From an optimization exercise on the open Yosys and OpenROAD flow, aimed at small area, a short achievable clock period and few clock cycles; shortcuts taken in it are not production practice. The RTL was checked by simulation tests, not by an equivalence proof against the original design. No driver is modelled on the clock port, so clock power and skew are understated where the tree is cut down; a real chip needs a root buffer or a tree. Power and IR drop assume default switching activity.

== old ==
## pkt_loopback_top
module pkt_loopback_top (
    input  logic  rd_clk,
    input  logic  rd_rst_n,
    input  logic  link_up,
    input  logic  rx_valid,
    input  pkt_loopback_pkg::beat_t rx_beat,
    output logic  tx_valid,
    output pkt_loopback_pkg::beat_t tx_beat,
    input  logic  tx_ready
);
    localparam int N = 15;           
    localparam int W = 64 + 3 + 1;    
    logic [W-1:0] mem [N];
    logic [N-1:0] occ;               
    logic [N-1:0] top;               
    logic [W-1:0] wr_word;
    assign wr_word = {rx_beat.eop,
                      rx_beat.empty & {3{rx_beat.eop}},
                      rx_beat.data + 64'(1)};
    always_ff @(posedge rd_clk) begin
        if (rx_valid) begin
            mem[0] <= wr_word;
            for (int i = 1; i < N; i++) begin
                mem[i] <= mem[i-1];
            end
        end
    end
    assign top = occ & ~{1'b0, occ[N-1:1]};
    logic         out_full;          
    logic         next_sop;          
    logic [W-1:0] out_word;
    logic         out_sop;
    logic         accept;
    logic         load;
    logic         out_full_nxt;
    logic [N-1:0] sel;               
    logic [W-1:0] out_word_nxt;
    assign accept       = tx_valid && tx_ready;
    assign load         = occ[0] && (!out_full || accept);
    assign out_full_nxt = load || (out_full && !accept);
    assign sel          = top & {N{load}};
    always_comb begin
        out_word_nxt = out_word & {W{!load}};
        for (int i = 0; i < N; i++) begin
            out_word_nxt = out_word_nxt | (mem[i] & {W{sel[i]}});
        end
    end
    always_ff @(posedge rd_clk or negedge rd_rst_n) begin
        if (!rd_rst_n) begin
            occ      <= '0;
            out_full <= 1'b0;
            tx_valid <= 1'b0;
            next_sop <= 1'b1;
        end else begin
            case ({rx_valid, load})
                2'b10:   occ <= {occ[N-2:0], 1'b1};
                2'b01:   occ <= {1'b0, occ[N-1:1]};
                default: occ <= occ;
            endcase
            if (load) begin
  ...
Settings: LEC_CHECK=0, ABC_CLOCK_PERIOD_IN_PS=500, CAP_MARGIN=20, CORE_MARGIN=2, CORE_UTILIZATION=50, SETUP_SLACK_MARGIN=2.8, SLEW_MARGIN=20; clock period 5.0 ns.
run.sh (not shown) runs the stock make flow with config.mk's settings and CLKGATE_MAP_FILE= SYNTH_SCRIPT=/design/flow/synth_recipe.tcl, a recipe that flattens the netlist after the stock synthesis.
Testbench counts of old, summed over its fixed seeds: cycles 4,712.
For new, these inputs were changed with respect to old:
- setting CTS_CLUSTER_DIAMETER to 70 for the first time
- changing SETUP_SLACK_MARGIN from 2.8 to 2.6
- setting CTS_CLUSTER_SIZE to 24 for the first time
==> comparison <==
- No stage failed in new, and the final checks on the layout all came back clean.
- Fraction of power consumed by the clock network was lower in new than in old.
- In new, the non-clock buffer instance count of the final layout came out 15% below the value in old.
- Comparing new and old, the lower detailed-routed wire length on met3 is on new.
- Looking at total track usage across new and old, the one that comes out higher is old.
- On switching power, the lower figure sits with new, not old.

* * *

## build 40
The RTL this note starts from:
==> flow/design.v <==
package pkt_loopback_pkg;
    typedef struct packed {
        logic                sop;
        logic                eop;
        logic [3-1:0] empty;
        logic [64-1:0]  data;
    } beat_t;
    typedef logic [$clog2(16 + 1)-1:0] beat_idx_t;
    typedef enum logic [1:0] {
        st_idle,
        st_load,
        st_send,
        st_done
    } tx_state_e;
endpackage
`timescale 1ns/1ns
module pkt_loopback_top (
    input  logic  rd_clk,
    input  logic  rd_rst_n,
    input  logic  link_up,
    input  logic  rx_valid,
    input  pkt_loopback_pkg::beat_t rx_beat,
    output logic  tx_valid,
    output pkt_loopback_pkg::beat_t tx_beat,
    input  logic  tx_ready
);
    localparam int N  = 16;          
    localparam int W  = 64 + 3 + 1;   
    localparam int P  = 4;           
    localparam int PW = 64 / P;
    logic [W-1:0] slot [N];
    logic [P-1:1] carry;             
    logic [N-1:0] v;                 
    logic [N-1:0] move;              
    logic         pop;
    logic         tv;                
    logic         next_sop;          
    logic         out_sop;
    assign pop = tv && tx_ready;
    logic [N-1:1] room;              
    logic [N:0]   none;              
    logic [N:0]   one;               
    logic [N-1:0] none_below_top;    
    logic [N-1:0] v_stay;            
    logic [N-1:0] v_shift;           
    logic [N-1:0] v_nxt;
    logic [N-1:1] room_nxt;
    always_comb begin
        none[N] = 1'b1;
        one[N]  = 1'b1;
        for (int i = N - 1; i >= 0; i--) begin
            none[i] = none[i+1] && v[i];
            one[i]  = v[i] ? one[i+1] : none[i+1];
        end
        none_below_top[N-1] = 1'b1;
        for (int i = N - 2; i >= 0; i--) begin
            none_below_top[i] = none_below_top[i+1] && v[i];
        end
        move[0] = rx_valid;
        for (int i = 1; i < N; i++) begin
            move[i] = room[i] || (v[i-1] && pop);
        end
        v_stay[0]  = rx_valid || (v[0] && none[1]);
        v_shift[0] = rx_valid;
        for (int i = 1; i < N; i++) begin
            v_stay[i]  = room[i] || (v[i] && none[i+1]);
            v_shift[i] = v[i-1];
        end
        v_nxt = pop ? v_shift : v_stay;
        room_nxt[1] = rx_valid && (pop ? !none_below_top[0] : !one[0]);
        for (int i = 2; i < N; i++) begin
            room_nxt[i] = v[i-2] && (pop ? !none_below_top[i-1] : !one[i-1]);
        end
    end
    logic [W-1:0] step [P];
    logic [P-1:0] cout;
    always_comb begin
        for (int i = 0; i < P; i++) begin
            logic         cin;
            logic [PW-1:0] part;
            cin     = (i == 0) ? 1'b1 : carry[i == 0 ? 1 : i];
            part    = slot[i][i*PW +: PW];
            step[i] = slot[i];
            step[i][i*PW +: PW] = part + PW'(cin);
            cout[i] = cin && (&part);
        end
    end
    always_ff @(posedge rd_clk) begin
        if (move[0]) begin
            slot[0] <= {rx_beat.eop,
                        rx_beat.empty & {3{rx_beat.eop}},
                        rx_beat.data};
        end
        for (int i = 1; i <= P; i++) begin
            if (move[i]) begin
                slot[i] <= step[i-1];
            end
        end
        for (int i = 1; i < P; i++) begin
            if (move[i]) begin
                carry[i] <= cout[i-1];
            end
        end
        for (int i = P + 1; i < N - 1; i++) begin
            if (move[i]) begin
                slot[i] <= slot[i-1];
            end
        end
    end
    logic keep_top;
    assign keep_top = v[N-1] && !pop;
    always_ff @(posedge rd_clk) begin
        slot[N-1] <= (slot[N-2] & {W{move[N-1]}}) | (slot[N-1] & {W{keep_top}});
        out_sop   <= (next_sop & move[N-1]) | (out_sop & keep_top);
    end
    always_ff @(posedge rd_clk or negedge rd_rst_n) begin
        if (!rd_rst_n) begin
            v        <= '0;
            room     <= '0;
            tv       <= 1'b0;
            next_sop <= 1'b1;
        end else begin
            v        <= v_nxt;
            room     <= room_nxt;
            if (move[N-1]) begin
                next_sop <= slot[N-2][W-1];
            end
            tv       <= v_nxt[N-1] && link_up;
        end
    end
    always_ff @(posedge rd_clk) begin
        tx_valid <= v_nxt[N-1] && link_up;
    end
    assign tx_beat = {out_sop, slot[N-1]};
endmodule
export LEC_CHECK = 0
export CAP_MARGIN = 20
export CORE_MARGIN = 2
export CORE_UTILIZATION = 65
export SETUP_SLACK_MARGIN = 2.95
export SLEW_MARGIN = 20
create_clock -name core_clock -period 5.0 [get_ports {rd_clk}]
standard.sh (not shown) runs the stock make flow with config.mk's settings and CLKGATE_MAP_FILE= SYNTH_SCRIPT=/design/flow/synth_recipe.tcl, a recipe that flattens the netlist after the stock synthesis.
==> flow/flow/run.sh <==
#!/bin/bash
# The standard layout with two changes: the port buffers are buf_2 cells
# rather than the delay buffer that buffer_ports picks by default (every port
# still gets its own buffer), and the clock tree is built by cts_tree.tcl, a
# balanced two-level tree, in place of TritonCTS's three-level one. The make
# output goes to standard_flow.log here; ORFS keeps each step's log under
# orfs/logs.
set -euo pipefail
here=$(pwd)
bash standard.sh BUFFER_PORTS_ARGS="-buffer_cell sky130_fd_sc_hd__buf_2" \
  PRE_CTS_TCL="$here/flow/cts_tree.tcl" finish > standard_flow.log 2>&1
==> flow/flow/cts_tree.tcl <==
# Clock tree built here in place of TritonCTS, sourced by ORFS's cts.tcl as
# its PRE_CTS_TCL hook. It replaces the clock_tree_synthesis command with one
# that builds a two-level tree: the clock port drives four root buffers, one
# per quadrant of the sinks, and each root drives the leaf buffers of its
# quadrant; each leaf buffer drives a compact group of about two dozen
# flip-flops. Every flip-flop sits behind the same two buffer levels, so the
# tree is balanced by construction. cts.tcl then legalizes the new buffers and
# runs its usual timing repair.

proc my_tree_build { args } {
  set block [ord::get_db_block]
  set db [ord::get_db]
  set buf_master [$db findMaster sky130_fd_sc_hd__clkbuf_16]
  set clk_net [$block findNet rd_clk]

  # Sinks: every instance pin on the clock net
  set sinks {}
  foreach it [$clk_net getITerms] {
    set inst [$it getInst]
    set box [$inst getBBox]
    set x [expr { ([$box xMin] + [$box xMax]) / 2 }]
    set y [expr { ([$box yMin] + [$box yMax]) / 2 }]
    lappend sinks [list $x $y $it]
  }
  set n [llength $sinks]
  set ncol 8
  set nrow 6
  puts "my_tree: $n sinks, $ncol x $nrow leaf groups"

  # Columns of equal size by x, then rows of equal size by y in each column
  set sinks [lsort -integer -index 0 $sinks]
  set leaves {}
  for { set c 0 } { $c < $ncol } { incr c } {
    set lo [expr { $c * $n / $ncol }]
    set hi [expr { ($c + 1) * $n / $ncol - 1 }]
    set col [lsort -integer -index 1 [lrange $sinks $lo $hi]]
    set m [llength $col]
    for { set r 0 } { $r < $nrow } { incr r } {
      set rlo [expr { $r * $m / $nrow }]
      set rhi [expr { ($r + 1) * $m / $nrow - 1 }]
      lappend leaves [list $c $r [lrange $col $rlo $rhi]]
    }
  }

  # Root nets, one per quadrant
  set roots {}
  for { set q 0 } { $q < 4 } { incr q } {
    set rnet [odb::dbNet_create $block "my_clk_root_$q"]
    $rnet setSigType CLOCK
    set rinst [odb::dbInst_create $block $buf_master "my_clk_rootbuf_$q"]
    [$rinst findITerm A] connect $clk_net
    [$rinst findITerm X] connect $rnet
    lappend roots [list $rinst $rnet]
    set rsum($q) {0 0 0}
  }

  set k 0
  foreach leaf $leaves {
    lassign $leaf c r group
    set q [expr { ($c >= $ncol / 2 ? 1 : 0) + ($r >= $nrow / 2 ? 2 : 0) }]
    set lnet [odb::dbNet_create $block "my_clk_leaf_$k"]
    $lnet setSigType CLOCK
    set linst [odb::dbInst_create $block $buf_master "my_clk_leafbuf_$k"]
    set sx 0
    set sy 0
    foreach s $group {
      lassign $s x y it
      $it disconnect
      $it connect $lnet
      incr sx $x
      incr sy $y
    }
    set g [llength $group]
    set lx [expr { $sx / $g }]
    set ly [expr { $sy / $g }]
    $linst setLocation $lx $ly
    $linst setPlacementStatus PLACED
    [$linst findITerm A] connect [lindex [lindex $roots $q] 1]
    [$linst findITerm X] connect $lnet
    lassign $rsum($q) ax ay an
    set rsum($q) [list [expr { $ax + $lx }] [expr { $ay + $ly }] [expr { $an + 1 }]]
    incr k
  }
  for { set q 0 } { $q < 4 } { incr q } {
    lassign $rsum($q) ax ay an
    set rinst [lindex [lindex $roots $q] 0]
    $rinst setLocation [expr { $ax / $an }] [expr { $ay / $an }]
    $rinst setPlacementStatus PLACED
  }
  global_connect
  puts "my_tree: [llength $leaves] leaf buffers, 4 root buffers"
}

rename clock_tree_synthesis my_orig_clock_tree_synthesis
proc clock_tree_synthesis { args } {
  my_tree_build
}
Build 40 | status: complete | timing, DRC, antenna: pass
Testbench counts of build 40, summed over its fixed seeds: cycles 4,916.
Edits applied to the flow inputs when going from build 40 to build 90:
Settings: a change of SETUP_SLACK_MARGIN from 2.95 to 3.05.
--- a/flow/flow/run.sh
+++ b/flow/flow/run.sh
@@ -6,3 +6,4 @@
 # output goes to standard_flow.log here; ORFS keeps each step's log under
-# orfs/logs.
+# orfs/logs. Timing repair fixes fanout with buffers rather than by cloning
+# gates, and may resize cells across footprints.
 set -euo pipefail
@@ -10,2 +11,2 @@
 bash standard.sh BUFFER_PORTS_ARGS="-buffer_cell sky130_fd_sc_hd__buf_2" \
-  PRE_CTS_TCL="$here/flow/cts_tree.tcl" finish > standard_flow.log 2>&1
+  PRE_CTS_TCL="$here/flow/cts_tree.tcl" SKIP_GATE_CLONING=1 MATCH_CELL_FOOTPRINT=0 finish > standard_flow.log 2>&1
--- outcome ---
- Build 90 | status: complete | timing, DRC, antenna: pass
- Per the comparison of build 90 with build 40, number of detailed-routing iterations run before antenna repair essentially unchanged, combinational power share went up 0.7 points.
- [compare] base=build 40 new=build 90: leakage power summed over all cells shrank by about 2.8%; worst setup slack increased 53 ps; area of the die was more or less identical; final routed wirelength across all metal layers decreased about 8%.
### build 90 -> build 12
--- a/flow/flow/run.sh
+++ b/flow/flow/run.sh
@@ -6,4 +6,3 @@
 # output goes to standard_flow.log here; ORFS keeps each step's log under
-# orfs/logs. Timing repair fixes fanout with buffers rather than by cloning
-# gates, and may resize cells across footprints.
+# orfs/logs.
 set -euo pipefail
@@ -11,2 +10,2 @@
 bash standard.sh BUFFER_PORTS_ARGS="-buffer_cell sky130_fd_sc_hd__buf_2" \
-  PRE_CTS_TCL="$here/flow/cts_tree.tcl" SKIP_GATE_CLONING=1 MATCH_CELL_FOOTPRINT=0 finish > standard_flow.log 2>&1
+  PRE_CTS_TCL="$here/flow/cts_tree.tcl" finish > standard_flow.log 2>&1
--- a/flow/flow/cts_tree.tcl
+++ b/flow/flow/cts_tree.tcl
@@ -13,2 +13,3 @@
   set buf_master [$db findMaster sky130_fd_sc_hd__clkbuf_16]
+  set leaf_master [$db findMaster sky130_fd_sc_hd__clkbuf_8]
   set clk_net [$block findNet rd_clk]
@@ -26,3 +27,3 @@
   set ncol 8
-  set nrow 6
+  set nrow 8
   puts "my_tree: $n sinks, $ncol x $nrow leaf groups"
@@ -62,3 +63,3 @@
     $lnet setSigType CLOCK
-    set linst [odb::dbInst_create $block $buf_master "my_clk_leafbuf_$k"]
+    set linst [odb::dbInst_create $block $leaf_master "my_clk_leafbuf_$k"]
     set sx 0
--- outcome ---
Build 12 was carried through to the last stage, and its layout satisfied the timing, design-rule and antenna checks. Looking at time the worst path needs with I/O delays and setup across both flows, build 12 is the stronger of the two, with build 90 trailing. Build 90 → build 12: placement row count comparable; via count of the first global-routing pass now larger; proportion of power drawn by combinational gates now smaller; global-route total usage across every layer now larger.
--- input diff build 12..build 47 ---
Settings: swapping 65 for 70 in CORE_UTILIZATION.
--- a/flow/flow/cts_tree.tcl
+++ b/flow/flow/cts_tree.tcl
@@ -13,3 +13,2 @@
   set buf_master [$db findMaster sky130_fd_sc_hd__clkbuf_16]
-  set leaf_master [$db findMaster sky130_fd_sc_hd__clkbuf_8]
   set clk_net [$block findNet rd_clk]
@@ -27,3 +26,3 @@
   set ncol 8
-  set nrow 8
+  set nrow 6
   puts "my_tree: $n sinks, $ncol x $nrow leaf groups"
@@ -63,3 +62,3 @@
     $lnet setSigType CLOCK
-    set linst [odb::dbInst_create $block $leaf_master "my_clk_leafbuf_$k"]
+    set linst [odb::dbInst_create $block $buf_master "my_clk_leafbuf_$k"]
     set sx 0
Notes after the runs:
- Build 12 -> build 47: clock transition at the registers of the reported paths flat
- Power share of the clock group is lower on build 12
- Between build 12 and build 47, the flow reports highest attainable clock frequency decreasing slightly.
What build 97 does differently from build 47 at the input level:
Settings: changing SETUP_SLACK_MARGIN from 3.05 to 3.1; changing CORE_UTILIZATION from 70 to 65.
--- a/flow/flow/run.sh
+++ b/flow/flow/run.sh
@@ -6,3 +6,3 @@
 # output goes to standard_flow.log here; ORFS keeps each step's log under
-# orfs/logs.
+# orfs/logs. Timing repair may also resize cells across footprints.
 set -euo pipefail
@@ -10,2 +10,2 @@
 bash standard.sh BUFFER_PORTS_ARGS="-buffer_cell sky130_fd_sc_hd__buf_2" \
-  PRE_CTS_TCL="$here/flow/cts_tree.tcl" finish > standard_flow.log 2>&1
+  PRE_CTS_TCL="$here/flow/cts_tree.tcl" MATCH_CELL_FOOTPRINT=0 finish > standard_flow.log 2>&1
As far as number of multi-input logic gates is concerned, build 47 and build 97 perform about the same. Summary: with build 47 as the reference, wire length in build 97 moved down by more than 10%. Going from build 47 to build 97, height of the chip saw an increase; post-layout instance area rose by about 2%; global-route usage now smaller; worst hold slack rose 4.0 ps.
No run of this note takes its clock network from TritonCTS; it comes from the design's own scripts or RTL.

what the ideal ports hide:
The results above use ideal ports. As a check the final layouts listed here were re-extracted and re-timed, cells and wires unchanged. Step 1 assumes that a clkbuf_16 drives the clock port and a buf_2 every other input. Step 2, shift: input delay + t, output delay - t, t = (earliest + latest rising clock arrival at the registers) / 2. This alone moves slack from input paths to output paths. a / b / c = ideal ports / drivers / drivers and shift; a / b = the first two.
run | t, ns | slack for setup (ns) | pins driven straight from the clock port
old | 0.733 | 2.810 / 2.750 / 2.052 | 1
new | 0.706 | 2.586 / 2.582 / 1.923 | 1
build 40 | 0.528 | 3.032 / 2.945 / 2.730 | 4
build 90 | 0.538 | 3.085 / 2.962 / 2.645 | 4
build 12 | 0.524 | 3.095 / 2.973 / 2.719 | 4
build 47 | 0.542 | 3.089 / 2.967 / 2.677 | 4
build 97 | 0.534 | 3.101 / 2.982 / 2.689 | 4
After both steps setup and hold are still met in every run listed. For old, which loses most, drivers alone change the setup slack by -0.060 ns; drivers and shift together by -0.758 ns.
